From an optimization exercise on the open Yosys and OpenROAD flow, aimed at small area, a short achievable clock period and few clock cycles per item; shortcuts taken in it are not production practice.
Only simulation tests tie the RTL to the original design; equivalence was not proved.
No activity file was given, so power comes from the tool's default toggle rates.

===== design/flow/run.sh =====
#!/bin/bash
# synth_recipe.tcl (not shown) runs the flow's synth.tcl, then flattens the netlist and writes it again
# the make line also repeats each setting of config.mk as NAME=value (left out here)
make -C /OpenROAD-flow-scripts/flow DESIGN_CONFIG=/design/flow/config.mk WORK_HOME=/design/flow/orfs CLKGATE_MAP_FILE= SYNTH_SCRIPT=/design/flow/synth_recipe.tcl finish

===== design/flow/config.mk =====
export PLATFORM = sky130hd
export DESIGN_NAME = axf_top
export DESIGN_NICKNAME = axf_top
export VERILOG_FILES = /design/flow/design.v
export SDC_FILE = /design/flow/constraint.sdc
export NUM_CORES = 4
export LEC_CHECK = 0
export CAP_MARGIN = 20
export CORE_MARGIN = 2
export CORE_UTILIZATION = 50
export SETUP_SLACK_MARGIN = 4.5
export SLEW_MARGIN = 20

===== design/flow/constraint.sdc =====
create_clock -name core_clock -period 10.0 [get_ports {clk}]
set_input_delay 2.0000 -clock core_clock [delete_from_list [all_inputs] [get_ports {clk}]]
set_output_delay 2.0000 -clock core_clock [all_outputs]
set_load 0.01 [all_outputs]

===== design/flow/design.v =====
`default_nettype none
package axf_pkg;
        localparam int COORD_W   = 16;                   
        localparam int DATA_W    = 32;
        localparam int ADDR_W    = 6;
        localparam int CTRL_BITS = 3;
        localparam logic [5:0] ADDR_CONTROL = 6'h00;
        localparam logic [5:0] ADDR_STATUS  = 6'h04;
        localparam logic [5:0] ADDR_A       = 6'h08;
        localparam logic [5:0] ADDR_B       = 6'h0C;
        localparam logic [5:0] ADDR_D       = 6'h10;
        localparam logic [5:0] ADDR_E       = 6'h14;
        localparam logic [5:0] ADDR_TX      = 6'h18;
        localparam logic [5:0] ADDR_TY      = 6'h1C;
        localparam logic [5:0] ADDR_XIN     = 6'h20;
        localparam logic [5:0] ADDR_YIN     = 6'h24;
        localparam logic [5:0] ADDR_XOUT    = 6'h28;
        localparam logic [5:0] ADDR_YOUT    = 6'h2C;
endpackage
`default_nettype wire
`default_nettype none
module axf_regfile (
        input  logic        clk,
        input  logic        rst_n,
        input  logic [5:0]  address_i,
        input  logic [31:0] data_in_i,
        input  logic [1:0]  data_write_n_i,
        output logic [15:0] a_o, b_o, d_o, e_o, tx_o, ty_o, x_o, y_o,
        output logic [7:0]  set_o,           
        output logic [7:0]  wr_sel_o,        
        output logic [15:0] wr_val_o,        
        output logic [2:0]  ctrl_o,
        output logic        start_o
);
        logic        write_en;
        logic [15:0] wr_val;
        logic [7:0]  wr_sel;
        logic [15:0] a_q, b_q, d_q, e_q, tx_q, ty_q, x_q, y_q;
        logic [7:0]  set_q;
        logic [2:0]  ctrl_q;
        assign write_en = (data_write_n_i != 2'b11);
        assign wr_val   = data_in_i[15:0];
        always_comb begin
                wr_sel = '0;
                if (write_en) begin
                        case (address_i)
                                axf_pkg::ADDR_A:   wr_sel[0] = 1'b1;
                                axf_pkg::ADDR_B:   wr_sel[1] = 1'b1;
                                axf_pkg::ADDR_D:   wr_sel[2] = 1'b1;
                                axf_pkg::ADDR_E:   wr_sel[3] = 1'b1;
                                axf_pkg::ADDR_TX:  wr_sel[4] = 1'b1;
                                axf_pkg::ADDR_TY:  wr_sel[5] = 1'b1;
                                axf_pkg::ADDR_XIN: wr_sel[6] = 1'b1;
                                axf_pkg::ADDR_YIN: wr_sel[7] = 1'b1;
                                default: ;
                        endcase
                end
        end
        always_ff @(posedge clk) begin
                if (wr_sel[0]) a_q  <= wr_val;
                if (wr_sel[1]) b_q  <= wr_val;
                if (wr_sel[2]) d_q  <= wr_val;
                if (wr_sel[3]) e_q  <= wr_val;
                if (wr_sel[4]) tx_q <= wr_val;
                if (wr_sel[5]) ty_q <= wr_val;
                if (wr_sel[6]) x_q  <= wr_val;
                if (wr_sel[7]) y_q  <= wr_val;
        end
        always_ff @(posedge clk or negedge rst_n) begin
                if (!rst_n) begin
                        set_q  <= '0;
                        ctrl_q <= '0;
                end else begin
                        set_q <= set_q | wr_sel;
                        if (write_en && address_i == axf_pkg::ADDR_CONTROL)
                                ctrl_q <= data_in_i[2:0];
                end
        end
        assign start_o = write_en && (address_i == axf_pkg::ADDR_CONTROL) && data_in_i[0];
        assign a_o = a_q;  assign b_o = b_q;  assign d_o = d_q;  assign e_o = e_q;
        assign tx_o = tx_q; assign ty_o = ty_q; assign x_o = x_q; assign y_o = y_q;
        assign set_o    = set_q;
        assign wr_sel_o = wr_sel;
        assign wr_val_o = wr_val;
        assign ctrl_o   = ctrl_q;
endmodule
`default_nettype wire
`default_nettype none
module axf_engine (
        input  logic        clk,
        input  logic        rst_n,
        input  logic        start_i,
        input  logic [7:0]  wr_sel_i,        
        input  logic [15:0] wr_val_i,
        input  logic [15:0] a_i, b_i, d_i, e_i, tx_i, ty_i, x_i, y_i,
        input  logic [7:0]  set_i,           
        output logic        busy_o,
        output logic [15:0] res_x_o,
        output logic [15:0] res_y_o
);
        logic        op_sx_q, op_sy_q, op_x_q, op_y_q;
        logic        op_sx_d, op_sy_d, op_x_d, op_y_d;
        logic [15:0] opc_q, opv_q;               
        logic        k_tx_q, k_ty_q;             
        logic        sx_stale_q, sy_stale_q;     
        logic        sx_stale_d, sy_stale_d;
        logic [15:0] sx_q, sy_q;
        logic        busy_q, need_x_q;           
        logic        busy_d, need_x_d;
        logic [15:0] res_x_q, res_y_q;
        logic        wr_by, wr_dx, run;
        logic [7:0]  set_d;
        logic [15:0] c_reg, v_reg, opc_d, opv_d, op_k, mac_p;
        logic        c_new, v_new;
        assign wr_by = wr_sel_i[1] | wr_sel_i[7] | wr_sel_i[4];
        assign wr_dx = wr_sel_i[2] | wr_sel_i[6] | wr_sel_i[5];
        assign sx_stale_d = wr_by || (sx_stale_q && !op_sx_q);
        assign sy_stale_d = wr_dx || (sy_stale_q && !op_sy_q);
        assign busy_d     = busy_q ? !op_y_q : start_i;
        assign need_x_d   = busy_q ? (need_x_q && !op_x_q) : start_i;
        assign set_d      = set_i | wr_sel_i;
        assign run     = busy_d && !sx_stale_d && !sy_stale_d;
        assign op_sx_d = sx_stale_d;
        assign op_sy_d = !sx_stale_d && sy_stale_d;
        assign op_x_d  = run && need_x_d;
        assign op_y_d  = run && !need_x_d;
        assign c_reg = ({16{op_sx_d && set_d[1]}} & b_i) | ({16{op_sy_d && set_d[2]}} & d_i)
                     | ({16{op_x_d  && set_d[0]}} & a_i) | ({16{op_y_d  && set_d[3]}} & e_i);
        assign c_new = (op_sx_d && wr_sel_i[1]) || (op_sy_d && wr_sel_i[2])
                     || (op_x_d && wr_sel_i[0]) || (op_y_d && wr_sel_i[3]);
        assign opc_d = c_new ? wr_val_i : c_reg;
        assign v_reg = ({16{(op_sx_d || op_y_d) && set_d[7]}} & y_i)
                     | ({16{(op_sy_d || op_x_d) && set_d[6]}} & x_i);
        assign v_new = ((op_sx_d || op_y_d) && wr_sel_i[7]) || ((op_sy_d || op_x_d) && wr_sel_i[6]);
        assign opv_d = v_new ? wr_val_i : v_reg;
        always_ff @(posedge clk) begin
                opc_q <= opc_d;
                opv_q <= opv_d;
        end
        always_ff @(posedge clk or negedge rst_n) begin
                if (!rst_n) begin
                        op_sx_q    <= 1'b0;
                        op_sy_q    <= 1'b0;
                        op_x_q     <= 1'b0;
                        op_y_q     <= 1'b0;
                        k_tx_q     <= 1'b0;
                        k_ty_q     <= 1'b0;
                        sx_stale_q <= 1'b1;
                        sy_stale_q <= 1'b1;
                        busy_q     <= 1'b0;
                        need_x_q   <= 1'b0;
                end else begin
                        op_sx_q    <= op_sx_d;
                        op_sy_q    <= op_sy_d;
                        op_x_q     <= op_x_d;
                        op_y_q     <= op_y_d;
                        k_tx_q     <= op_sx_d && set_d[4];
                        k_ty_q     <= op_sy_d && set_d[5];
                        sx_stale_q <= sx_stale_d;
                        sy_stale_q <= sy_stale_d;
                        busy_q     <= busy_d;
                        need_x_q   <= need_x_d;
                end
        end
        assign op_k = ({16{k_tx_q}} & tx_i) | ({16{k_ty_q}} & ty_i)
                    | ({16{op_x_q}} & sx_q) | ({16{op_y_q}} & sy_q);
        axf_mac mac_inst (
                .c      (opc_q),
                .v      (opv_q),
                .k1     (op_k),
                .p      (mac_p)
        );
        always_ff @(posedge clk) begin
                if (op_sx_q) sx_q <= mac_p;
                if (op_sy_q) sy_q <= mac_p;
                if (op_x_q)  res_x_q <= mac_p;
                if (op_y_q)  res_y_q <= mac_p;
        end
        assign busy_o  = busy_q;
        assign res_x_o = res_x_q;
        assign res_y_o = res_y_q;
endmodule
`default_nettype wire
`default_nettype none
module axf_mac (
        input  wire [15:0] c,
        input  wire [15:0] v,
        input  wire [15:0] k1,
        output wire [15:0] p
);
wire t_1 = (c[0] & v[12]) ^ (c[1] & v[11]);
wire t_2 = (c[0] & v[12]) & (c[1] & v[11]);
wire t_3 = (c[0] & v[13]) ^ (c[1] & v[12]) ^ (c[2] & v[11]);
wire t_4 = ((c[0] & v[13]) & (c[1] & v[12])) | ((c[0] & v[13]) & (c[2] & v[11])) | ((c[1] & v[12]) & (c[2] & v[11]));
wire t_5 = (c[3] & v[10]) ^ (c[4] & v[9]);
wire t_6 = (c[3] & v[10]) & (c[4] & v[9]);
wire t_7 = (c[0] & v[14]) ^ (c[1] & v[13]) ^ (c[2] & v[12]);
wire t_8 = ((c[0] & v[14]) & (c[1] & v[13])) | ((c[0] & v[14]) & (c[2] & v[12])) | ((c[1] & v[13]) & (c[2] & v[12]));
wire t_9 = (c[3] & v[11]) ^ (c[4] & v[10]) ^ (c[5] & v[9]);
wire t_10 = ((c[3] & v[11]) & (c[4] & v[10])) | ((c[3] & v[11]) & (c[5] & v[9])) | ((c[4] & v[10]) & (c[5] & v[9]));
wire t_11 = (c[6] & v[8]) ^ (c[7] & v[7]);
wire t_12 = (c[6] & v[8]) & (c[7] & v[7]);
wire t_13 = ~(c[0] & v[15]) ^ (c[1] & v[14]) ^ (c[2] & v[13]);
wire t_14 = (~(c[0] & v[15]) & (c[1] & v[14])) | (~(c[0] & v[15]) & (c[2] & v[13])) | ((c[1] & v[14]) & (c[2] & v[13]));
wire t_15 = (c[3] & v[12]) ^ (c[4] & v[11]) ^ (c[5] & v[10]);
wire t_16 = ((c[3] & v[12]) & (c[4] & v[11])) | ((c[3] & v[12]) & (c[5] & v[10])) | ((c[4] & v[11]) & (c[5] & v[10]));
wire t_17 = (c[6] & v[9]) ^ (c[7] & v[8]) ^ (c[8] & v[7]);
wire t_18 = ((c[6] & v[9]) & (c[7] & v[8])) | ((c[6] & v[9]) & (c[8] & v[7])) | ((c[7] & v[8]) & (c[8] & v[7]));
wire t_19 = (c[9] & v[6]) ^ (c[10] & v[5]);
wire t_20 = (c[9] & v[6]) & (c[10] & v[5]);
wire t_21 = 1'b1 ^ ~(c[1] & v[15]) ^ (c[2] & v[14]);
wire t_22 = (1'b1 & ~(c[1] & v[15])) | (1'b1 & (c[2] & v[14])) | (~(c[1] & v[15]) & (c[2] & v[14]));
wire t_23 = (c[3] & v[13]) ^ (c[4] & v[12]) ^ (c[5] & v[11]);
wire t_24 = ((c[3] & v[13]) & (c[4] & v[12])) | ((c[3] & v[13]) & (c[5] & v[11])) | ((c[4] & v[12]) & (c[5] & v[11]));
wire t_25 = (c[6] & v[10]) ^ (c[7] & v[9]) ^ (c[8] & v[8]);
wire t_26 = ((c[6] & v[10]) & (c[7] & v[9])) | ((c[6] & v[10]) & (c[8] & v[8])) | ((c[7] & v[9]) & (c[8] & v[8]));
wire t_27 = (c[9] & v[7]) ^ (c[10] & v[6]) ^ (c[11] & v[5]);
wire t_28 = ((c[9] & v[7]) & (c[10] & v[6])) | ((c[9] & v[7]) & (c[11] & v[5])) | ((c[10] & v[6]) & (c[11] & v[5]));
wire t_29 = ~(c[2] & v[15]) ^ (c[3] & v[14]) ^ (c[4] & v[13]);
wire t_30 = (~(c[2] & v[15]) & (c[3] & v[14])) | (~(c[2] & v[15]) & (c[4] & v[13])) | ((c[3] & v[14]) & (c[4] & v[13]));
wire t_31 = (c[5] & v[12]) ^ (c[6] & v[11]) ^ (c[7] & v[10]);
wire t_32 = ((c[5] & v[12]) & (c[6] & v[11])) | ((c[5] & v[12]) & (c[7] & v[10])) | ((c[6] & v[11]) & (c[7] & v[10]));
wire t_33 = (c[8] & v[9]) ^ (c[9] & v[8]) ^ (c[10] & v[7]);
wire t_34 = ((c[8] & v[9]) & (c[9] & v[8])) | ((c[8] & v[9]) & (c[10] & v[7])) | ((c[9] & v[8]) & (c[10] & v[7]));
wire t_35 = ~(c[3] & v[15]) ^ (c[4] & v[14]) ^ (c[5] & v[13]);
wire t_36 = (~(c[3] & v[15]) & (c[4] & v[14])) | (~(c[3] & v[15]) & (c[5] & v[13])) | ((c[4] & v[14]) & (c[5] & v[13]));
wire t_37 = (c[6] & v[12]) ^ (c[7] & v[11]) ^ (c[8] & v[10]);
wire t_38 = ((c[6] & v[12]) & (c[7] & v[11])) | ((c[6] & v[12]) & (c[8] & v[10])) | ((c[7] & v[11]) & (c[8] & v[10]));
wire t_39 = ~(c[4] & v[15]) ^ (c[5] & v[14]) ^ (c[6] & v[13]);
wire t_40 = (~(c[4] & v[15]) & (c[5] & v[14])) | (~(c[4] & v[15]) & (c[6] & v[13])) | ((c[5] & v[14]) & (c[6] & v[13]));
wire t_41 = (c[0] & v[8]) ^ (c[1] & v[7]);
wire t_42 = (c[0] & v[8]) & (c[1] & v[7]);
wire t_43 = (c[0] & v[9]) ^ (c[1] & v[8]) ^ (c[2] & v[7]);
wire t_44 = ((c[0] & v[9]) & (c[1] & v[8])) | ((c[0] & v[9]) & (c[2] & v[7])) | ((c[1] & v[8]) & (c[2] & v[7]));
wire t_45 = (c[3] & v[6]) ^ (c[4] & v[5]);
wire t_46 = (c[3] & v[6]) & (c[4] & v[5]);
wire t_47 = (c[0] & v[10]) ^ (c[1] & v[9]) ^ (c[2] & v[8]);
wire t_48 = ((c[0] & v[10]) & (c[1] & v[9])) | ((c[0] & v[10]) & (c[2] & v[8])) | ((c[1] & v[9]) & (c[2] & v[8]));
wire t_49 = (c[3] & v[7]) ^ (c[4] & v[6]) ^ (c[5] & v[5]);
wire t_50 = ((c[3] & v[7]) & (c[4] & v[6])) | ((c[3] & v[7]) & (c[5] & v[5])) | ((c[4] & v[6]) & (c[5] & v[5]));
wire t_51 = (c[6] & v[4]) ^ (c[7] & v[3]);
wire t_52 = (c[6] & v[4]) & (c[7] & v[3]);
wire t_53 = (c[0] & v[11]) ^ (c[1] & v[10]) ^ (c[2] & v[9]);
wire t_54 = ((c[0] & v[11]) & (c[1] & v[10])) | ((c[0] & v[11]) & (c[2] & v[9])) | ((c[1] & v[10]) & (c[2] & v[9]));
wire t_55 = (c[3] & v[8]) ^ (c[4] & v[7]) ^ (c[5] & v[6]);
wire t_56 = ((c[3] & v[8]) & (c[4] & v[7])) | ((c[3] & v[8]) & (c[5] & v[6])) | ((c[4] & v[7]) & (c[5] & v[6]));
wire t_57 = (c[6] & v[5]) ^ (c[7] & v[4]) ^ (c[8] & v[3]);
wire t_58 = ((c[6] & v[5]) & (c[7] & v[4])) | ((c[6] & v[5]) & (c[8] & v[3])) | ((c[7] & v[4]) & (c[8] & v[3]));
wire t_59 = (c[9] & v[2]) ^ (c[10] & v[1]);
wire t_60 = (c[9] & v[2]) & (c[10] & v[1]);
wire t_61 = (c[2] & v[10]) ^ (c[3] & v[9]) ^ (c[4] & v[8]);
wire t_62 = ((c[2] & v[10]) & (c[3] & v[9])) | ((c[2] & v[10]) & (c[4] & v[8])) | ((c[3] & v[9]) & (c[4] & v[8]));
wire t_63 = (c[5] & v[7]) ^ (c[6] & v[6]) ^ (c[7] & v[5]);
wire t_64 = ((c[5] & v[7]) & (c[6] & v[6])) | ((c[5] & v[7]) & (c[7] & v[5])) | ((c[6] & v[6]) & (c[7] & v[5]));
wire t_65 = (c[8] & v[4]) ^ (c[9] & v[3]) ^ (c[10] & v[2]);
wire t_66 = ((c[8] & v[4]) & (c[9] & v[3])) | ((c[8] & v[4]) & (c[10] & v[2])) | ((c[9] & v[3]) & (c[10] & v[2]));
wire t_67 = (c[11] & v[1]) ^ (c[12] & v[0]) ^ k1[4];
wire t_68 = ((c[11] & v[1]) & (c[12] & v[0])) | ((c[11] & v[1]) & k1[4]) | ((c[12] & v[0]) & k1[4]);
wire t_69 = (c[5] & v[8]) ^ (c[6] & v[7]) ^ (c[7] & v[6]);
wire t_70 = ((c[5] & v[8]) & (c[6] & v[7])) | ((c[5] & v[8]) & (c[7] & v[6])) | ((c[6] & v[7]) & (c[7] & v[6]));
wire t_71 = (c[8] & v[5]) ^ (c[9] & v[4]) ^ (c[10] & v[3]);
wire t_72 = ((c[8] & v[5]) & (c[9] & v[4])) | ((c[8] & v[5]) & (c[10] & v[3])) | ((c[9] & v[4]) & (c[10] & v[3]));
wire t_73 = (c[11] & v[2]) ^ (c[12] & v[1]) ^ (c[13] & v[0]);
wire t_74 = ((c[11] & v[2]) & (c[12] & v[1])) | ((c[11] & v[2]) & (c[13] & v[0])) | ((c[12] & v[1]) & (c[13] & v[0]));
wire t_75 = k1[5] ^ t_2 ^ t_5;
wire t_76 = (k1[5] & t_2) | (k1[5] & t_5) | (t_2 & t_5);
wire t_77 = (c[8] & v[6]) ^ (c[9] & v[5]) ^ (c[10] & v[4]);
wire t_78 = ((c[8] & v[6]) & (c[9] & v[5])) | ((c[8] & v[6]) & (c[10] & v[4])) | ((c[9] & v[5]) & (c[10] & v[4]));
wire t_79 = (c[11] & v[3]) ^ (c[12] & v[2]) ^ (c[13] & v[1]);
wire t_80 = ((c[11] & v[3]) & (c[12] & v[2])) | ((c[11] & v[3]) & (c[13] & v[1])) | ((c[12] & v[2]) & (c[13] & v[1]));
wire t_81 = (c[14] & v[0]) ^ k1[6] ^ t_6;
wire t_82 = ((c[14] & v[0]) & k1[6]) | ((c[14] & v[0]) & t_6) | (k1[6] & t_6);
wire t_83 = t_11 ^ t_4 ^ t_7;
wire t_84 = (t_11 & t_4) | (t_11 & t_7) | (t_4 & t_7);
wire t_85 = (c[11] & v[4]) ^ (c[12] & v[3]) ^ (c[13] & v[2]);
wire t_86 = ((c[11] & v[4]) & (c[12] & v[3])) | ((c[11] & v[4]) & (c[13] & v[2])) | ((c[12] & v[3]) & (c[13] & v[2]));
wire t_87 = (c[14] & v[1]) ^ ~(c[15] & v[0]) ^ k1[7];
wire t_88 = ((c[14] & v[1]) & ~(c[15] & v[0])) | ((c[14] & v[1]) & k1[7]) | (~(c[15] & v[0]) & k1[7]);
wire t_89 = t_12 ^ t_19 ^ t_8;
wire t_90 = (t_12 & t_19) | (t_12 & t_8) | (t_19 & t_8);
wire t_91 = t_10 ^ t_13 ^ t_15;
wire t_92 = (t_10 & t_13) | (t_10 & t_15) | (t_13 & t_15);
wire t_93 = (c[12] & v[4]) ^ (c[13] & v[3]) ^ (c[14] & v[2]);
wire t_94 = ((c[12] & v[4]) & (c[13] & v[3])) | ((c[12] & v[4]) & (c[14] & v[2])) | ((c[13] & v[3]) & (c[14] & v[2]));
wire t_95 = ~(c[15] & v[1]) ^ k1[8] ^ t_20;
wire t_96 = (~(c[15] & v[1]) & k1[8]) | (~(c[15] & v[1]) & t_20) | (k1[8] & t_20);
wire t_97 = t_14 ^ t_16 ^ t_18;
wire t_98 = (t_14 & t_16) | (t_14 & t_18) | (t_16 & t_18);
wire t_99 = t_21 ^ t_23 ^ t_25;
wire t_100 = (t_21 & t_23) | (t_21 & t_25) | (t_23 & t_25);
wire t_101 = (c[11] & v[6]) ^ (c[12] & v[5]) ^ (c[13] & v[4]);
wire t_102 = ((c[11] & v[6]) & (c[12] & v[5])) | ((c[11] & v[6]) & (c[13] & v[4])) | ((c[12] & v[5]) & (c[13] & v[4]));
wire t_103 = (c[14] & v[3]) ^ ~(c[15] & v[2]) ^ k1[9];
wire t_104 = ((c[14] & v[3]) & ~(c[15] & v[2])) | ((c[14] & v[3]) & k1[9]) | (~(c[15] & v[2]) & k1[9]);
wire t_105 = t_22 ^ t_24 ^ t_26;
wire t_106 = (t_22 & t_24) | (t_22 & t_26) | (t_24 & t_26);
wire t_107 = t_28 ^ t_29 ^ t_31;
wire t_108 = (t_28 & t_29) | (t_28 & t_31) | (t_29 & t_31);
wire t_109 = (c[9] & v[9]) ^ (c[10] & v[8]) ^ (c[11] & v[7]);
wire t_110 = ((c[9] & v[9]) & (c[10] & v[8])) | ((c[9] & v[9]) & (c[11] & v[7])) | ((c[10] & v[8]) & (c[11] & v[7]));
wire t_111 = (c[12] & v[6]) ^ (c[13] & v[5]) ^ (c[14] & v[4]);
wire t_112 = ((c[12] & v[6]) & (c[13] & v[5])) | ((c[12] & v[6]) & (c[14] & v[4])) | ((c[13] & v[5]) & (c[14] & v[4]));
wire t_113 = ~(c[15] & v[3]) ^ k1[10] ^ t_30;
wire t_114 = (~(c[15] & v[3]) & k1[10]) | (~(c[15] & v[3]) & t_30) | (k1[10] & t_30);
wire t_115 = t_32 ^ t_34 ^ t_35;
wire t_116 = (t_32 & t_34) | (t_32 & t_35) | (t_34 & t_35);
wire t_117 = (c[7] & v[12]) ^ (c[8] & v[11]) ^ (c[9] & v[10]);
wire t_118 = ((c[7] & v[12]) & (c[8] & v[11])) | ((c[7] & v[12]) & (c[9] & v[10])) | ((c[8] & v[11]) & (c[9] & v[10]));
wire t_119 = (c[10] & v[9]) ^ (c[11] & v[8]) ^ (c[12] & v[7]);
wire t_120 = ((c[10] & v[9]) & (c[11] & v[8])) | ((c[10] & v[9]) & (c[12] & v[7])) | ((c[11] & v[8]) & (c[12] & v[7]));
wire t_121 = (c[13] & v[6]) ^ (c[14] & v[5]) ^ ~(c[15] & v[4]);
wire t_122 = ((c[13] & v[6]) & (c[14] & v[5])) | ((c[13] & v[6]) & ~(c[15] & v[4])) | ((c[14] & v[5]) & ~(c[15] & v[4]));
wire t_123 = k1[11] ^ t_36 ^ t_38;
wire t_124 = (k1[11] & t_36) | (k1[11] & t_38) | (t_36 & t_38);
wire t_125 = ~(c[5] & v[15]) ^ (c[6] & v[14]) ^ (c[7] & v[13]);
wire t_126 = (~(c[5] & v[15]) & (c[6] & v[14])) | (~(c[5] & v[15]) & (c[7] & v[13])) | ((c[6] & v[14]) & (c[7] & v[13]));
wire t_127 = (c[8] & v[12]) ^ (c[9] & v[11]) ^ (c[10] & v[10]);
wire t_128 = ((c[8] & v[12]) & (c[9] & v[11])) | ((c[8] & v[12]) & (c[10] & v[10])) | ((c[9] & v[11]) & (c[10] & v[10]));
wire t_129 = (c[11] & v[9]) ^ (c[12] & v[8]) ^ (c[13] & v[7]);
wire t_130 = ((c[11] & v[9]) & (c[12] & v[8])) | ((c[11] & v[9]) & (c[13] & v[7])) | ((c[12] & v[8]) & (c[13] & v[7]));
wire t_131 = (c[14] & v[6]) ^ ~(c[15] & v[5]) ^ k1[12];
wire t_132 = ((c[14] & v[6]) & ~(c[15] & v[5])) | ((c[14] & v[6]) & k1[12]) | (~(c[15] & v[5]) & k1[12]);
wire t_133 = ~(c[6] & v[15]) ^ (c[7] & v[14]) ^ (c[8] & v[13]);
wire t_134 = (~(c[6] & v[15]) & (c[7] & v[14])) | (~(c[6] & v[15]) & (c[8] & v[13])) | ((c[7] & v[14]) & (c[8] & v[13]));
wire t_135 = (c[9] & v[12]) ^ (c[10] & v[11]) ^ (c[11] & v[10]);
wire t_136 = ((c[9] & v[12]) & (c[10] & v[11])) | ((c[9] & v[12]) & (c[11] & v[10])) | ((c[10] & v[11]) & (c[11] & v[10]));
wire t_137 = (c[12] & v[9]) ^ (c[13] & v[8]) ^ (c[14] & v[7]);
wire t_138 = ((c[12] & v[9]) & (c[13] & v[8])) | ((c[12] & v[9]) & (c[14] & v[7])) | ((c[13] & v[8]) & (c[14] & v[7]));
wire t_139 = ~(c[7] & v[15]) ^ (c[8] & v[14]) ^ (c[9] & v[13]);
wire t_140 = (~(c[7] & v[15]) & (c[8] & v[14])) | (~(c[7] & v[15]) & (c[9] & v[13])) | ((c[8] & v[14]) & (c[9] & v[13]));
wire t_141 = (c[10] & v[12]) ^ (c[11] & v[11]) ^ (c[12] & v[10]);
wire t_142 = ((c[10] & v[12]) & (c[11] & v[11])) | ((c[10] & v[12]) & (c[12] & v[10])) | ((c[11] & v[11]) & (c[12] & v[10]));
wire t_143 = ~(c[8] & v[15]) ^ (c[9] & v[14]) ^ (c[10] & v[13]);
wire t_144 = (~(c[8] & v[15]) & (c[9] & v[14])) | (~(c[8] & v[15]) & (c[10] & v[13])) | ((c[9] & v[14]) & (c[10] & v[13]));
wire t_145 = (c[0] & v[6]) ^ (c[1] & v[5]);
wire t_146 = (c[0] & v[6]) & (c[1] & v[5]);
wire t_147 = (c[0] & v[7]) ^ (c[1] & v[6]) ^ (c[2] & v[5]);
wire t_148 = ((c[0] & v[7]) & (c[1] & v[6])) | ((c[0] & v[7]) & (c[2] & v[5])) | ((c[1] & v[6]) & (c[2] & v[5]));
wire t_149 = (c[3] & v[4]) ^ (c[4] & v[3]);
wire t_150 = (c[3] & v[4]) & (c[4] & v[3]);
wire t_151 = (c[2] & v[6]) ^ (c[3] & v[5]) ^ (c[4] & v[4]);
wire t_152 = ((c[2] & v[6]) & (c[3] & v[5])) | ((c[2] & v[6]) & (c[4] & v[4])) | ((c[3] & v[5]) & (c[4] & v[4]));
wire t_153 = (c[5] & v[3]) ^ (c[6] & v[2]) ^ (c[7] & v[1]);
wire t_154 = ((c[5] & v[3]) & (c[6] & v[2])) | ((c[5] & v[3]) & (c[7] & v[1])) | ((c[6] & v[2]) & (c[7] & v[1]));
wire t_155 = (c[8] & v[0]) ^ k1[0];
wire t_156 = (c[8] & v[0]) & k1[0];
wire t_157 = (c[5] & v[4]) ^ (c[6] & v[3]) ^ (c[7] & v[2]);
wire t_158 = ((c[5] & v[4]) & (c[6] & v[3])) | ((c[5] & v[4]) & (c[7] & v[2])) | ((c[6] & v[3]) & (c[7] & v[2]));
wire t_159 = (c[8] & v[1]) ^ (c[9] & v[0]) ^ k1[1];
wire t_160 = ((c[8] & v[1]) & (c[9] & v[0])) | ((c[8] & v[1]) & k1[1]) | ((c[9] & v[0]) & k1[1]);
wire t_161 = t_42 ^ t_45 ^ t_43;
wire t_162 = (t_42 & t_45) | (t_42 & t_43) | (t_45 & t_43);
wire t_163 = (c[8] & v[2]) ^ (c[9] & v[1]) ^ (c[10] & v[0]);
wire t_164 = ((c[8] & v[2]) & (c[9] & v[1])) | ((c[8] & v[2]) & (c[10] & v[0])) | ((c[9] & v[1]) & (c[10] & v[0]));
wire t_165 = k1[2] ^ t_46 ^ t_51;
wire t_166 = (k1[2] & t_46) | (k1[2] & t_51) | (t_46 & t_51);
wire t_167 = t_44 ^ t_47 ^ t_49;
wire t_168 = (t_44 & t_47) | (t_44 & t_49) | (t_47 & t_49);
wire t_169 = (c[11] & v[0]) ^ k1[3] ^ t_52;
wire t_170 = ((c[11] & v[0]) & k1[3]) | ((c[11] & v[0]) & t_52) | (k1[3] & t_52);
wire t_171 = t_59 ^ t_48 ^ t_50;
wire t_172 = (t_59 & t_48) | (t_59 & t_50) | (t_48 & t_50);
wire t_173 = t_53 ^ t_55 ^ t_57;
wire t_174 = (t_53 & t_55) | (t_53 & t_57) | (t_55 & t_57);
wire t_175 = t_60 ^ t_1 ^ t_54;
wire t_176 = (t_60 & t_1) | (t_60 & t_54) | (t_1 & t_54);
wire t_177 = t_56 ^ t_58 ^ t_61;
wire t_178 = (t_56 & t_58) | (t_56 & t_61) | (t_58 & t_61);
wire t_179 = t_63 ^ t_65 ^ t_67;
wire t_180 = (t_63 & t_65) | (t_63 & t_67) | (t_65 & t_67);
wire t_181 = t_62 ^ t_64 ^ t_66;
wire t_182 = (t_62 & t_64) | (t_62 & t_66) | (t_64 & t_66);
wire t_183 = t_3 ^ t_69 ^ t_71;
wire t_184 = (t_3 & t_69) | (t_3 & t_71) | (t_69 & t_71);
wire t_185 = t_73 ^ t_68 ^ t_75;
wire t_186 = (t_73 & t_68) | (t_73 & t_75) | (t_68 & t_75);
wire t_187 = t_70 ^ t_72 ^ t_74;
wire t_188 = (t_70 & t_72) | (t_70 & t_74) | (t_72 & t_74);
wire t_189 = t_9 ^ t_77 ^ t_79;
wire t_190 = (t_9 & t_77) | (t_9 & t_79) | (t_77 & t_79);
wire t_191 = t_81 ^ t_76 ^ t_83;
wire t_192 = (t_81 & t_76) | (t_81 & t_83) | (t_76 & t_83);
wire t_193 = t_78 ^ t_80 ^ t_17;
wire t_194 = (t_78 & t_80) | (t_78 & t_17) | (t_80 & t_17);
wire t_195 = t_85 ^ t_87 ^ t_82;
wire t_196 = (t_85 & t_87) | (t_85 & t_82) | (t_87 & t_82);
wire t_197 = t_89 ^ t_84 ^ t_91;
wire t_198 = (t_89 & t_84) | (t_89 & t_91) | (t_84 & t_91);
wire t_199 = t_86 ^ t_27 ^ t_93;
wire t_200 = (t_86 & t_27) | (t_86 & t_93) | (t_27 & t_93);
wire t_201 = t_88 ^ t_95 ^ t_90;
wire t_202 = (t_88 & t_95) | (t_88 & t_90) | (t_95 & t_90);
wire t_203 = t_97 ^ t_92 ^ t_99;
wire t_204 = (t_97 & t_92) | (t_97 & t_99) | (t_92 & t_99);
wire t_205 = t_94 ^ t_33 ^ t_101;
wire t_206 = (t_94 & t_33) | (t_94 & t_101) | (t_33 & t_101);
wire t_207 = t_103 ^ t_96 ^ t_98;
wire t_208 = (t_103 & t_96) | (t_103 & t_98) | (t_96 & t_98);
wire t_209 = t_105 ^ t_100 ^ t_107;
wire t_210 = (t_105 & t_100) | (t_105 & t_107) | (t_100 & t_107);
wire t_211 = t_102 ^ t_37 ^ t_109;
wire t_212 = (t_102 & t_37) | (t_102 & t_109) | (t_37 & t_109);
wire t_213 = t_111 ^ t_104 ^ t_106;
wire t_214 = (t_111 & t_104) | (t_111 & t_106) | (t_104 & t_106);
wire t_215 = t_113 ^ t_108 ^ t_115;
wire t_216 = (t_113 & t_108) | (t_113 & t_115) | (t_108 & t_115);
wire t_217 = t_110 ^ t_112 ^ t_39;
wire t_218 = (t_110 & t_112) | (t_110 & t_39) | (t_112 & t_39);
wire t_219 = t_117 ^ t_119 ^ t_121;
wire t_220 = (t_117 & t_119) | (t_117 & t_121) | (t_119 & t_121);
wire t_221 = t_114 ^ t_123 ^ t_116;
wire t_222 = (t_114 & t_123) | (t_114 & t_116) | (t_123 & t_116);
wire t_223 = t_40 ^ t_118 ^ t_120;
wire t_224 = (t_40 & t_118) | (t_40 & t_120) | (t_118 & t_120);
wire t_225 = t_122 ^ t_125 ^ t_127;
wire t_226 = (t_122 & t_125) | (t_122 & t_127) | (t_125 & t_127);
wire t_227 = t_129 ^ t_131 ^ t_124;
wire t_228 = (t_129 & t_131) | (t_129 & t_124) | (t_131 & t_124);
wire t_229 = ~(c[15] & v[6]) ^ k1[13] ^ t_126;
wire t_230 = (~(c[15] & v[6]) & k1[13]) | (~(c[15] & v[6]) & t_126) | (k1[13] & t_126);
wire t_231 = t_128 ^ t_130 ^ t_133;
wire t_232 = (t_128 & t_130) | (t_128 & t_133) | (t_130 & t_133);
wire t_233 = t_135 ^ t_137 ^ t_132;
wire t_234 = (t_135 & t_137) | (t_135 & t_132) | (t_137 & t_132);
wire t_235 = (c[13] & v[9]) ^ (c[14] & v[8]) ^ ~(c[15] & v[7]);
wire t_236 = ((c[13] & v[9]) & (c[14] & v[8])) | ((c[13] & v[9]) & ~(c[15] & v[7])) | ((c[14] & v[8]) & ~(c[15] & v[7]));
wire t_237 = k1[14] ^ t_134 ^ t_136;
wire t_238 = (k1[14] & t_134) | (k1[14] & t_136) | (t_134 & t_136);
wire t_239 = t_138 ^ t_139 ^ t_141;
wire t_240 = (t_138 & t_139) | (t_138 & t_141) | (t_139 & t_141);
wire t_241 = (c[11] & v[12]) ^ (c[12] & v[11]) ^ (c[13] & v[10]);
wire t_242 = ((c[11] & v[12]) & (c[12] & v[11])) | ((c[11] & v[12]) & (c[13] & v[10])) | ((c[12] & v[11]) & (c[13] & v[10]));
wire t_243 = (c[14] & v[9]) ^ ~(c[15] & v[8]) ^ k1[15];
wire t_244 = ((c[14] & v[9]) & ~(c[15] & v[8])) | ((c[14] & v[9]) & k1[15]) | (~(c[15] & v[8]) & k1[15]);
wire t_245 = t_140 ^ t_142 ^ t_143;
wire t_246 = (t_140 & t_142) | (t_140 & t_143) | (t_142 & t_143);
wire t_247 = (c[0] & v[4]) ^ (c[1] & v[3]);
wire t_248 = (c[0] & v[4]) & (c[1] & v[3]);
wire t_249 = (c[0] & v[5]) ^ (c[1] & v[4]) ^ (c[2] & v[3]);
wire t_250 = ((c[0] & v[5]) & (c[1] & v[4])) | ((c[0] & v[5]) & (c[2] & v[3])) | ((c[1] & v[4]) & (c[2] & v[3]));
wire t_251 = (c[3] & v[2]) ^ (c[4] & v[1]);
wire t_252 = (c[3] & v[2]) & (c[4] & v[1]);
wire t_253 = (c[2] & v[4]) ^ (c[3] & v[3]) ^ (c[4] & v[2]);
wire t_254 = ((c[2] & v[4]) & (c[3] & v[3])) | ((c[2] & v[4]) & (c[4] & v[2])) | ((c[3] & v[3]) & (c[4] & v[2]));
wire t_255 = (c[5] & v[1]) ^ (c[6] & v[0]) ^ t_145;
wire t_256 = ((c[5] & v[1]) & (c[6] & v[0])) | ((c[5] & v[1]) & t_145) | ((c[6] & v[0]) & t_145);
wire t_257 = (c[5] & v[2]) ^ (c[6] & v[1]) ^ (c[7] & v[0]);
wire t_258 = ((c[5] & v[2]) & (c[6] & v[1])) | ((c[5] & v[2]) & (c[7] & v[0])) | ((c[6] & v[1]) & (c[7] & v[0]));
wire t_259 = t_146 ^ t_149 ^ t_147;
wire t_260 = (t_146 & t_149) | (t_146 & t_147) | (t_149 & t_147);
wire t_261 = t_150 ^ t_41 ^ t_148;
wire t_262 = (t_150 & t_41) | (t_150 & t_148) | (t_41 & t_148);
wire t_263 = t_151 ^ t_153 ^ t_155;
wire t_264 = (t_151 & t_153) | (t_151 & t_155) | (t_153 & t_155);
wire t_265 = t_152 ^ t_154 ^ t_157;
wire t_266 = (t_152 & t_154) | (t_152 & t_157) | (t_154 & t_157);
wire t_267 = t_156 ^ t_159 ^ t_161;
wire t_268 = (t_156 & t_159) | (t_156 & t_161) | (t_159 & t_161);
wire t_269 = t_158 ^ t_163 ^ t_160;
wire t_270 = (t_158 & t_163) | (t_158 & t_160) | (t_163 & t_160);
wire t_271 = t_165 ^ t_162 ^ t_167;
wire t_272 = (t_165 & t_162) | (t_165 & t_167) | (t_162 & t_167);
wire t_273 = t_164 ^ t_169 ^ t_166;
wire t_274 = (t_164 & t_169) | (t_164 & t_166) | (t_169 & t_166);
wire t_275 = t_171 ^ t_168 ^ t_173;
wire t_276 = (t_171 & t_168) | (t_171 & t_173) | (t_168 & t_173);
wire t_277 = t_170 ^ t_172 ^ t_175;
wire t_278 = (t_170 & t_172) | (t_170 & t_175) | (t_172 & t_175);
wire t_279 = t_174 ^ t_177 ^ t_179;
wire t_280 = (t_174 & t_177) | (t_174 & t_179) | (t_177 & t_179);
wire t_281 = t_176 ^ t_181 ^ t_178;
wire t_282 = (t_176 & t_181) | (t_176 & t_178) | (t_181 & t_178);
wire t_283 = t_183 ^ t_180 ^ t_185;
wire t_284 = (t_183 & t_180) | (t_183 & t_185) | (t_180 & t_185);
wire t_285 = t_182 ^ t_187 ^ t_184;
wire t_286 = (t_182 & t_187) | (t_182 & t_184) | (t_187 & t_184);
wire t_287 = t_189 ^ t_186 ^ t_191;
wire t_288 = (t_189 & t_186) | (t_189 & t_191) | (t_186 & t_191);
wire t_289 = t_188 ^ t_190 ^ t_193;
wire t_290 = (t_188 & t_190) | (t_188 & t_193) | (t_190 & t_193);
wire t_291 = t_195 ^ t_192 ^ t_197;
wire t_292 = (t_195 & t_192) | (t_195 & t_197) | (t_192 & t_197);
wire t_293 = t_194 ^ t_199 ^ t_196;
wire t_294 = (t_194 & t_199) | (t_194 & t_196) | (t_199 & t_196);
wire t_295 = t_201 ^ t_198 ^ t_203;
wire t_296 = (t_201 & t_198) | (t_201 & t_203) | (t_198 & t_203);
wire t_297 = t_200 ^ t_205 ^ t_202;
wire t_298 = (t_200 & t_205) | (t_200 & t_202) | (t_205 & t_202);
wire t_299 = t_207 ^ t_204 ^ t_209;
wire t_300 = (t_207 & t_204) | (t_207 & t_209) | (t_204 & t_209);
wire t_301 = t_206 ^ t_211 ^ t_208;
wire t_302 = (t_206 & t_211) | (t_206 & t_208) | (t_211 & t_208);
wire t_303 = t_213 ^ t_210 ^ t_215;
wire t_304 = (t_213 & t_210) | (t_213 & t_215) | (t_210 & t_215);
wire t_305 = t_212 ^ t_217 ^ t_219;
wire t_306 = (t_212 & t_217) | (t_212 & t_219) | (t_217 & t_219);
wire t_307 = t_214 ^ t_216 ^ t_221;
wire t_308 = (t_214 & t_216) | (t_214 & t_221) | (t_216 & t_221);
wire t_309 = t_223 ^ t_218 ^ t_220;
wire t_310 = (t_223 & t_218) | (t_223 & t_220) | (t_218 & t_220);
wire t_311 = t_225 ^ t_227 ^ t_222;
wire t_312 = (t_225 & t_227) | (t_225 & t_222) | (t_227 & t_222);
wire t_313 = t_224 ^ t_229 ^ t_226;
wire t_314 = (t_224 & t_229) | (t_224 & t_226) | (t_229 & t_226);
wire t_315 = t_231 ^ t_233 ^ t_228;
wire t_316 = (t_231 & t_233) | (t_231 & t_228) | (t_233 & t_228);
wire t_317 = t_235 ^ t_230 ^ t_237;
wire t_318 = (t_235 & t_230) | (t_235 & t_237) | (t_230 & t_237);
wire t_319 = t_232 ^ t_239 ^ t_234;
wire t_320 = (t_232 & t_239) | (t_232 & t_234) | (t_239 & t_234);
wire t_321 = t_236 ^ t_241 ^ t_243;
wire t_322 = (t_236 & t_241) | (t_236 & t_243) | (t_241 & t_243);
wire t_323 = t_238 ^ t_240 ^ t_245;
wire t_324 = (t_238 & t_240) | (t_238 & t_245) | (t_240 & t_245);
wire t_325 = (c[0] & v[3]) ^ (c[1] & v[2]);
wire t_326 = (c[0] & v[3]) & (c[1] & v[2]);
wire t_327 = (c[2] & v[2]) ^ (c[3] & v[1]) ^ (c[4] & v[0]);
wire t_328 = ((c[2] & v[2]) & (c[3] & v[1])) | ((c[2] & v[2]) & (c[4] & v[0])) | ((c[3] & v[1]) & (c[4] & v[0]));
wire t_329 = (c[5] & v[0]) ^ t_248 ^ t_251;
wire t_330 = ((c[5] & v[0]) & t_248) | ((c[5] & v[0]) & t_251) | (t_248 & t_251);
wire t_331 = t_252 ^ t_250 ^ t_253;
wire t_332 = (t_252 & t_250) | (t_252 & t_253) | (t_250 & t_253);
wire t_333 = t_254 ^ t_257 ^ t_256;
wire t_334 = (t_254 & t_257) | (t_254 & t_256) | (t_257 & t_256);
wire t_335 = t_258 ^ t_261 ^ t_260;
wire t_336 = (t_258 & t_261) | (t_258 & t_260) | (t_261 & t_260);
wire t_337 = t_262 ^ t_265 ^ t_264;
wire t_338 = (t_262 & t_265) | (t_262 & t_264) | (t_265 & t_264);
wire t_339 = t_266 ^ t_269 ^ t_268;
wire t_340 = (t_266 & t_269) | (t_266 & t_268) | (t_269 & t_268);
wire t_341 = t_270 ^ t_273 ^ t_272;
wire t_342 = (t_270 & t_273) | (t_270 & t_272) | (t_273 & t_272);
wire t_343 = t_274 ^ t_277 ^ t_276;
wire t_344 = (t_274 & t_277) | (t_274 & t_276) | (t_277 & t_276);
wire t_345 = t_278 ^ t_281 ^ t_280;
wire t_346 = (t_278 & t_281) | (t_278 & t_280) | (t_281 & t_280);
wire t_347 = t_282 ^ t_285 ^ t_284;
wire t_348 = (t_282 & t_285) | (t_282 & t_284) | (t_285 & t_284);
wire t_349 = t_286 ^ t_289 ^ t_288;
wire t_350 = (t_286 & t_289) | (t_286 & t_288) | (t_289 & t_288);
wire t_351 = t_290 ^ t_293 ^ t_292;
wire t_352 = (t_290 & t_293) | (t_290 & t_292) | (t_293 & t_292);
wire t_353 = t_294 ^ t_297 ^ t_296;
wire t_354 = (t_294 & t_297) | (t_294 & t_296) | (t_297 & t_296);
wire t_355 = t_298 ^ t_301 ^ t_300;
wire t_356 = (t_298 & t_301) | (t_298 & t_300) | (t_301 & t_300);
wire t_357 = t_305 ^ t_302 ^ t_307;
wire t_358 = (t_305 & t_302) | (t_305 & t_307) | (t_302 & t_307);
wire t_359 = t_306 ^ t_309 ^ t_311;
wire t_360 = (t_306 & t_309) | (t_306 & t_311) | (t_309 & t_311);
wire t_361 = t_310 ^ t_313 ^ t_315;
wire t_362 = (t_310 & t_313) | (t_310 & t_315) | (t_313 & t_315);
wire t_363 = t_314 ^ t_317 ^ t_319;
wire t_364 = (t_314 & t_317) | (t_314 & t_319) | (t_317 & t_319);
wire t_365 = t_321 ^ t_318 ^ t_323;
wire t_366 = (t_321 & t_318) | (t_321 & t_323) | (t_318 & t_323);
wire t_367 = (c[0] & v[2]) ^ (c[1] & v[1]);
wire t_368 = (c[0] & v[2]) & (c[1] & v[1]);
wire t_369 = (c[2] & v[1]) ^ (c[3] & v[0]) ^ t_325;
wire t_370 = ((c[2] & v[1]) & (c[3] & v[0])) | ((c[2] & v[1]) & t_325) | ((c[3] & v[0]) & t_325);
wire t_371 = t_326 ^ t_247 ^ t_327;
wire t_372 = (t_326 & t_247) | (t_326 & t_327) | (t_247 & t_327);
wire t_373 = t_328 ^ t_249 ^ t_329;
wire t_374 = (t_328 & t_249) | (t_328 & t_329) | (t_249 & t_329);
wire t_375 = t_330 ^ t_255 ^ t_331;
wire t_376 = (t_330 & t_255) | (t_330 & t_331) | (t_255 & t_331);
wire t_377 = t_332 ^ t_259 ^ t_333;
wire t_378 = (t_332 & t_259) | (t_332 & t_333) | (t_259 & t_333);
wire t_379 = t_263 ^ t_334 ^ t_335;
wire t_380 = (t_263 & t_334) | (t_263 & t_335) | (t_334 & t_335);
wire t_381 = t_336 ^ t_267 ^ t_337;
wire t_382 = (t_336 & t_267) | (t_336 & t_337) | (t_267 & t_337);
wire t_383 = t_338 ^ t_271 ^ t_339;
wire t_384 = (t_338 & t_271) | (t_338 & t_339) | (t_271 & t_339);
wire t_385 = t_275 ^ t_340 ^ t_341;
wire t_386 = (t_275 & t_340) | (t_275 & t_341) | (t_340 & t_341);
wire t_387 = t_279 ^ t_342 ^ t_343;
wire t_388 = (t_279 & t_342) | (t_279 & t_343) | (t_342 & t_343);
wire t_389 = t_283 ^ t_344 ^ t_345;
wire t_390 = (t_283 & t_344) | (t_283 & t_345) | (t_344 & t_345);
wire t_391 = t_287 ^ t_346 ^ t_347;
wire t_392 = (t_287 & t_346) | (t_287 & t_347) | (t_346 & t_347);
wire t_393 = t_291 ^ t_348 ^ t_349;
wire t_394 = (t_291 & t_348) | (t_291 & t_349) | (t_348 & t_349);
wire t_395 = t_295 ^ t_350 ^ t_351;
wire t_396 = (t_295 & t_350) | (t_295 & t_351) | (t_350 & t_351);
wire t_397 = t_299 ^ t_352 ^ t_353;
wire t_398 = (t_299 & t_352) | (t_299 & t_353) | (t_352 & t_353);
wire t_399 = t_303 ^ t_354 ^ t_355;
wire t_400 = (t_303 & t_354) | (t_303 & t_355) | (t_354 & t_355);
wire t_401 = t_304 ^ t_356 ^ t_357;
wire t_402 = (t_304 & t_356) | (t_304 & t_357) | (t_356 & t_357);
wire t_403 = t_308 ^ t_359 ^ t_358;
wire t_404 = (t_308 & t_359) | (t_308 & t_358) | (t_359 & t_358);
wire t_405 = t_312 ^ t_361 ^ t_360;
wire t_406 = (t_312 & t_361) | (t_312 & t_360) | (t_361 & t_360);
wire t_407 = t_316 ^ t_363 ^ t_362;
wire t_408 = (t_316 & t_363) | (t_316 & t_362) | (t_363 & t_362);
wire t_409 = t_320 ^ t_365 ^ t_364;
wire t_410 = (t_320 & t_365) | (t_320 & t_364) | (t_365 & t_364);
wire [23:0] r0 = {t_409, t_407, t_405, t_403, t_401, t_399, t_397, t_395, t_393, t_391, t_389, t_387, t_385, t_383, t_381, t_379, t_377, t_375, t_373, t_371, t_369, (c[2] & v[0]), (c[0] & v[1]), (c[0] & v[0])};
wire [23:0] r1 = {t_408, t_406, t_404, t_402, t_400, t_398, t_396, t_394, t_392, t_390, t_388, t_386, t_384, t_382, t_380, t_378, t_376, t_374, t_372, t_370, t_368, t_367, (c[1] & v[0]), 1'b0};
wire [23:0] s = r0 + r1;
assign p = s[23:8];
endmodule
`default_nettype wire
`default_nettype none
module axf_readback (
        input  logic        clk,
        input  logic        rst_n,
        input  logic [5:0]  address_i,
        input  logic [2:0]  ctrl_i,
        input  logic        start_i,
        input  logic        busy_i,
        input  logic [15:0] res_x_i,
        input  logic [15:0] res_y_i,
        output logic [31:0] data_out_o
);
        logic done_q;
        logic done;
        logic sel_x, sel_y;
        always_ff @(posedge clk or negedge rst_n) begin
                if (!rst_n)
                        done_q <= 1'b0;
                else if (start_i && !busy_i)
                        done_q <= 1'b0;
                else if (busy_i)
                        done_q <= 1'b1;
        end
        assign done = done_q && !busy_i;
        assign sel_x = (address_i == axf_pkg::ADDR_XOUT) && done;
        assign sel_y = (address_i == axf_pkg::ADDR_YOUT) && done;
        always_comb begin
                data_out_o = '0;
                if (address_i == axf_pkg::ADDR_CONTROL)
                        data_out_o[2:0] = ctrl_i;
                if (address_i == axf_pkg::ADDR_STATUS)
                        data_out_o[1:0] = {busy_i, done};
                data_out_o = data_out_o
                           | ({32{sel_x}} & {{16{res_x_i[15]}}, res_x_i})
                           | ({32{sel_y}} & {{16{res_y_i[15]}}, res_y_i});
        end
endmodule
`default_nettype wire
`default_nettype none
module axf_top (
        input  logic        clk,
        input  logic        rst_n,
        input  logic [5:0]  address_i,
        input  logic [31:0] data_in_i,
        input  logic [1:0]  data_write_n_i,
        output logic [31:0] data_out_o
);
        logic [15:0] a, b, d, e, tx, ty, x, y;
        logic [2:0]  ctrl;
        logic [7:0]  set;
        logic [7:0]  wr_sel;
        logic [15:0] wr_val;
        logic        start;
        logic        busy;
        logic [15:0] res_x, res_y;
        axf_regfile regfile_inst (
                .clk            (clk),
                .rst_n          (rst_n),
                .address_i      (address_i),
                .data_in_i      (data_in_i),
                .data_write_n_i (data_write_n_i),
                .a_o (a), .b_o (b), .d_o (d), .e_o (e),
                .tx_o (tx), .ty_o (ty), .x_o (x), .y_o (y),
                .set_o          (set),
                .ctrl_o         (ctrl),
                .wr_sel_o       (wr_sel),
                .wr_val_o       (wr_val),
                .start_o        (start)
        );
        axf_engine engine_inst (
                .clk            (clk),
                .rst_n          (rst_n),
                .start_i        (start),
                .wr_sel_i       (wr_sel),
                .wr_val_i       (wr_val),
                .a_i (a), .b_i (b), .d_i (d), .e_i (e),
                .tx_i (tx), .ty_i (ty), .x_i (x), .y_i (y),
                .set_i          (set),
                .busy_o         (busy),
                .res_x_o        (res_x),
                .res_y_o        (res_y)
        );
        axf_readback readback_inst (
                .clk            (clk),
                .rst_n          (rst_n),
                .address_i      (address_i),
                .ctrl_i         (ctrl),
                .start_i        (start),
                .busy_i         (busy),
                .res_x_i        (res_x),
                .res_y_i        (res_y),
                .data_out_o     (data_out_o)
        );
endmodule
`default_nettype wire

==> results of run 1 <==
-- cell families after synthesis --
family | after synthesis | synth area share
simple gates | 330 | 0.114
buf+inv | 248 | 0.0666
flops | 246 | 0.444
fa+ha+maj | 218 | 0.260
compound gates | 167 | 0.0825
xor+xnor | 32 | 0.0179
mux | 18 | 0.0153
-- path summary, 6_finish.rpt --
| path | from | to | slack, ns | cells past startpoint |
|---|---|---|---|---|
| min in group asynchronous | rst_n | readback_inst.done_q$_DFFE_PN0P_ | 1.44 | 1 |
| hold reg to reg | regfile_inst.set_q[1]$_DFF_PN0_ | regfile_inst.set_q[1]$_DFF_PN0_ | 0.45 | 1 |
| setup reg to reg | engine_inst.k_tx_q$_DFF_PN0_ | engine_inst.sy_q[15]$_DFFE_PP_ | 4.59 | 16 |
| setup / recovery | address_i[1] | data_out_o[19] | 4.48 | 7 |
| max in group asynchronous | rst_n | engine_inst.k_tx_q$_DFF_PN0_ | 8.17 | 1 |
| hold / removal | regfile_inst.set_q[1]$_DFF_PN0_ | regfile_inst.set_q[1]$_DFF_PN0_ | 0.45 | 1 |
-- power breakdown --
group	internal (W)	leakage (nW)	switching, W
clock network	0.000499	0.368	0.000355
logic	0.00110	4.56	0.00146
registers	0.00151	2.29	0.000174
-- critical path, delay by kind of cell --
kind,cells,cell delay [ns]
buf+inv,4,0.67
simple gates,2,0.69
compound gates,1,0.17
-- stage by stage --
stage | cells | util | hold WS [ns] | total power, W
after detailed placement | 1655 | 0.536 | 0.434 | 0.00349
after global routing | 1739 | 0.583 | 0.455 | 0.00537
after floorplan | 1259 | - | 0.421 | 0.00277
after global placement | 1655 | 0.536 | 0.433 | 0.00345
after CTS | 1717 | 0.574 | 0.449 | 0.00486
final | 1740 | 0.583 | 0.448 | 0.00510
-- layout make-up --
class	count	area, um^2	area share
multi-input combinational	767	7990	0.446
sequential	246	7020	0.392
timing repair buffer	111	988	0.0552
clock buffer	35	682	0.0381
inverter	174	653	0.0365
tap	396	495	0.0277
clock inverter	9	78.8	0.00440
antenna	2	5.00	0.000279
-- what timing repair did --
action | CTS | global route
buffers inserted | 14 | 21
pin swaps | 12 | 16
gates resized for setup | 138 | 77
endpoints found under the setup margin | 72 | 66
gates cloned | 4 | 0
-- routing by layer --
layer,vias to the layer above,share of wire,track usage
met4,0,0.019,0.0566
met3,44,0.053,0.0314
met1,5028,0.42,0.323
met5,-,0,0
li1,4326,-,-
met2,250,0.51,0.407
-- cells in the final DEF (no fill, tap or decap), drive strengths merged, types with 26 or more instances in the layout --
cell type and instances:
buf 61, inv 174, dfxtp 32, a22o 38, edfxtp 192, nand2 121, clkbuf 51, ha 37
and2 132, nor2 26, fa 181, a22oi 36, a21oi 26
==> flow_summary.yaml, run 1 <==
logic_synthesis:
  yosys.area.top_type_share: 0.368
  ys_top_cells_by_area: "edfxtp_1 37%, fa_1 23%, and2_1 5.2%"
  avgSynthCellArea_um2: 12.5
  synth.most_common_cell: "edfxtp_1"
  synth_top_flop_cell: "edfxtp_1"
  synth_edf_count: 192
  synthCells: 1259
  syn_area_um2: 15700
  yosys_warnings: 3
  synth_seq_area_share: 0.444
  netlist_top_cells_count: "192 x edfxtp_1, 181 x fa_1, 171 x inv_1"
  ys_ff_latch: 246
  ys_types: 68
  async_flop_share: 0.0894
  yosysTopAreaCell: "edfxtp_1"
  synth_nets: 1519
clocking:
  ctsHoldBuffers: 0
  clk_pin_slew_worst_paths_ns: 0.06
  clk_path_buf_depth: 3
  root_buffer: "clkbuf_16"
  cts_made_buffers: 24
  cts_sinks: 246
  insertion_delay_ns: 0.52
  cts_tree: "done"
  cts_htree_levels: 1
floorplanning:
  dieArea_um2: 32800
  core_area_um2: 30700
  fp.dieH_um: 181
  floorplan.rows: 64
  die_w_um: 181
  start_util: 0.510
  ios: 74
outcome:
  outcome: "timing/DRC/antenna clean"
timing:
  finalWorstSetupSlack_ns: 4.48
  rsz0062_at_grt: "true"
  relSlewSlack: 0.390
  min_period_ns: 5.52
  setup_tns_ns: 0
  fmax_mhz: 181
  finalHoldViolCount: 0
  skew_ns: 0.0249
  post-route-period-util: 0.552
  slew_violations: 0
  worstMarginPinSlew_ns: 0.915
  setup_violations: 0
global_route:
  grt_util_all_layers: 0.237
  grt_overflow: 0
  grt_pass1_wl_um: 59100
  grt_max_degree: 33
  first_global_vias: 10253
  antenna_found_initial: 2
critical_path:
  cp_cell_sequence: "buf_2 > or4bb_4 > nor2_4 > buf_6 > buf_4 > a22o_4 > clkdlybuf4s15_2"
  crit_arrival_ns: 3.52
  cp.required_ns: 8.00
  cp_max_fo: 5
  critPathKind: "in2out"
  worstSetupStartpointType: "primary input"
  cp-end-kind: "primary output"
  slowest_stage: "or4bb_4"
  critPathMaxStageDelay_ns: 0.58
placed_design:
  dpl-instance-area_um2: 16500
  portBuffers: 57
  gp_routability_congestion: 0.809
  place.detailed.hpwl_um: 25600
  post-place-ws_ns: 3.52
layout:
  final_area_um2: 17900
  final_nets: 1584
  area_growth_pct: 14.2
  fillers: 2521
  drive_gt1_frac: 0.165
routing:
  detail_route.drc_violations: 0
  wirelength_um: 37500
  wire_per_inst_um: 21.5
  drt_first_pass_iters: 5
  via_per_inst: 5.54
  vias: 9648
  drt-initial-drc-count: 653
  drt.antenna.violating_nets: 0
pwr:
  power_density_nw_per_um2: 285
  power.leakage_nw: 7.22
  vdd_drop_max_mv: 0.419
flow_run:
  cap_violations: 0
hold_path:
  min_path_type: "reg2reg"
Testbench counts, summed over its fixed seeds: cycles 9,504, transforms 1,152.
==> run 2, diff against run 1 <==
--- a/design/flow/config.mk
+++ b/design/flow/config.mk
@@ -7,6 +7,6 @@
 export LEC_CHECK = 0
 export CAP_MARGIN = 20
 export CORE_MARGIN = 2
-export CORE_UTILIZATION = 50
+export CORE_UTILIZATION = 30
 export SETUP_SLACK_MARGIN = 4.5
 export SLEW_MARGIN = 20
==> flow_summary.yaml, run 2 <==
logic_synthesis:
  yosys_warnings: 3
  synth_edf_count: 192
  netlist_top_cells_count: "192 x edfxtp_1, 181 x fa_1, 171 x inv_1"
  synth_top_flop_cell: "edfxtp_1"
  avgSynthCellArea_um2: 12.5
  synth_nets: 1519
  synthCells: 1259
  synth.most_common_cell: "edfxtp_1"
  ys_types: 68
  yosysTopAreaCell: "edfxtp_1"
  syn_area_um2: 15700
  ys_ff_latch: 246
  synth_seq_area_share: 0.444
  yosys.area.top_type_share: 0.368
  async_flop_share: 0.0894
  ys_top_cells_by_area: "edfxtp_1 37%, fa_1 23%, and2_1 5.2%"
floorplanning:
  die_w_um: 233
  dieArea_um2: 54100
  floorplan.rows: 83
  core_area_um2: 51500
  fp.dieH_um: 233
  start_util: 0.305
  ios: 74
routing:
  drt.antenna.violating_nets: 0
  via_per_inst: 4.73
  vias: 9501
  drt-initial-drc-count: 641
  detail_route.drc_violations: 0
  wire_per_inst_um: 18.4
  wirelength_um: 37000
  drt_first_pass_iters: 5
pwr:
  power.leakage_nw: 7.21
  seqPwrFrac: 0.351
  power_density_nw_per_um2: 265
  switching_share: 0.384
  p_int_w: 0.00297
  combPwrFrac: 0.458
  p_sw_w: 0.00185
  vdd_drop_max_mv: 0.350
  pwr-share-clk: 0.191
layout:
  area_growth_pct: 15.8
  seq_area_um2: 7040
  num_antenna_cells: 0
  multi_input_area_um2: 7950
  fillers: 5057
  layout_commonest_cell: "edfxtp_1"
  final_cell_mix: "192 x edfxtp_1, 179 x fa_1, 171 x inv_1"
  final_nets: 1571
  final_area_um2: 18200
  drive_gt1_frac: 0.156
  instances_no_fill: 2010
timing:
  min_period_ns: 5.48
  rsz0062_at_grt: "true"
  post-route-period-util: 0.548
  setup_violations: 0
  slew_violations: 0
  worstMarginPinSlew_ns: 1.09
  fmax_mhz: 182
  skew_ns: 0.0332
  finalHoldViolCount: 0
  setup_tns_ns: 0
  relSlewSlack: 0.276
global_route:
  first_global_vias: 10106
  grt_overflow: 0
  grt_util_all_layers: 0.139
  grt_max_degree: 35
  grt_pass1_wl_um: 57900
  antenna_found_initial: 0
critical_path:
  crit_arrival_ns: 3.48
  cp-end-kind: "primary output"
  cp_max_fo: 7
  cp.required_ns: 8.00
  worstSetupStartpointType: "primary input"
  critPathKind: "in2out"
clocking:
  cts_made_buffers: 25
  insertion_delay_ns: 0.54
  cts_htree_levels: 1
  cts_tree: "done"
  clk_path_buf_depth: 3
  cts_sinks: 246
  clk_pin_slew_worst_paths_ns: 0.06
  root_buffer: "clkbuf_16"
  ctsHoldBuffers: 0
placed_design:
  place.detailed.hpwl_um: 25500
  dpl-instance-area_um2: 16800
  dp.cells: 1927
  gp_routability_congestion: 0.801
  portBuffers: 57
outcome:
  outcome: "timing/DRC/antenna clean"
hold_path:
  min_path_type: "reg2reg"
flow_run:
  cap_violations: 0
## run 2: worst paths after layout
check	start	to	slack, ns	cells past startpoint
max	address_i[0]	data_out_o[8]	4.52	7
min	regfile_inst.set_q[2]$_DFF_PN0_	regfile_inst.set_q[2]$_DFF_PN0_	0.45	1
max reg2reg	engine_inst.k_ty_q$_DFF_PN0_	engine_inst.sy_q[15]$_DFFE_PP_	4.62	17
min reg2reg	regfile_inst.set_q[2]$_DFF_PN0_	regfile_inst.set_q[2]$_DFF_PN0_	0.45	1
max in group asynchronous	rst_n	engine_inst.k_tx_q$_DFF_PN0_	8.23	1
min in group asynchronous	rst_n	regfile_inst.ctrl_q[0]$_DFFE_PN0P_	1.41	1
## run 2: timing repair
item                                    CTS  global route
endpoints found under the setup margin   66            33
pin swaps                                 9            10
buffers inserted                         13            23
gates resized for setup                 137            51
endpoints found under the hold margin     0             0
gates cloned                              1             0
## run 2: cell type report
| class | count | area share |
|---|---|---|
| Tap cell | 680 | 0.0468 |
| Multi-Input combinational cell | 765 | 0.437 |
| Clock buffer | 37 | 0.0402 |
| Timing Repair Buffer | 99 | 0.0476 |
| Inverter | 174 | 0.0359 |
| Clock inverter | 9 | 0.00503 |
| Sequential cell | 246 | 0.387 |
## run 2: layer usage
layer  track usage  wire length, um  vias up
met5             0                0        -
met4        0.0386              911        0
met3        0.0146             1510       55
met2         0.231            18000      199
met1         0.192            16600     4957
li1              -                -     4290
## run 2: through the flow
stage | power (W) | hold WS [ns] | utilization | setup slack, ns
after floorplan | 0.00277 | 0.421 | - | 4.62
after global placement | 0.00336 | 0.433 | 0.325 | 2.99
after detailed placement | 0.00341 | 0.433 | 0.326 | 2.84
after CTS | 0.00455 | 0.447 | 0.346 | 4.51
after global routing | 0.00510 | 0.452 | 0.353 | 4.45
final | 0.00482 | 0.446 | 0.353 | 4.52
## run 2: logic make-up after synthesis
kind of cell             share of synthesized area
AO/OA/AOI/OAI                               0.0825
XOR/XNOR                                    0.0179
AND/OR/NAND/NOR                              0.114
flip-flops                                   0.444
adder cells (fa/ha/maj)                      0.260
multiplexers                                0.0153
buffers and inverters                       0.0666
## run 2: worst max-delay path: stages
cell and delay, ns:
buf_4 0.14, or4b_4 0.57, nor2_4 0.13, buf_6 0.12, bufbuf_16 0.25, a22o_1 0.14
buf_2 0.13
## run 2: power by group through the flow
stage	sequential (W)	combinational [W]	clock, W
after floorplan	0.00157	0.00120	0
after global placement	0.00172	0.00164	0
after detailed placement	0.00172	0.00169	0
after CTS	0.00171	0.00191	0.000941
after global routing	0.00171	0.00241	0.000982
final	0.00169	0.00221	0.000923

[re-timing with driven ports]
How much do the figures lean on ideal ports? The routed layouts below were timed once more, with nothing changed but the port constraints.
Step 1 sets driving cells, clkbuf_16 on the clock port and buf_2 on the other inputs (assumed; they add their load-dependent delay and slew).
Step 2 times the ports against the registers' clock, not the clock port: input delays grow and output delays shrink by t, the midpoint of the rising clock arrivals with the driver on.
Three values: ideal, step 1, step 2; two values: the first two.
| run | t, ns | setup WS [ns] | worst hold slack (ns) | worst setup path after step 2 | worst register clock-pin slew, ns |
|---|---|---|---|---|---|
| run 1 | 0.553 | 4.483 / 4.461 / 4.415 | 0.448 / 0.448 / 0.448 | input to register | 0.07 / 0.07 |
| run 2 | 0.576 | 4.516 / 4.484 / 4.461 | 0.446 / 0.446 / 0.446 | input to register | 0.06 / 0.06 |
After both steps every run listed still meets setup and hold. For run 1, which loses most, drivers alone change the setup slack by -0.022 ns; drivers and shift together by -0.068 ns.
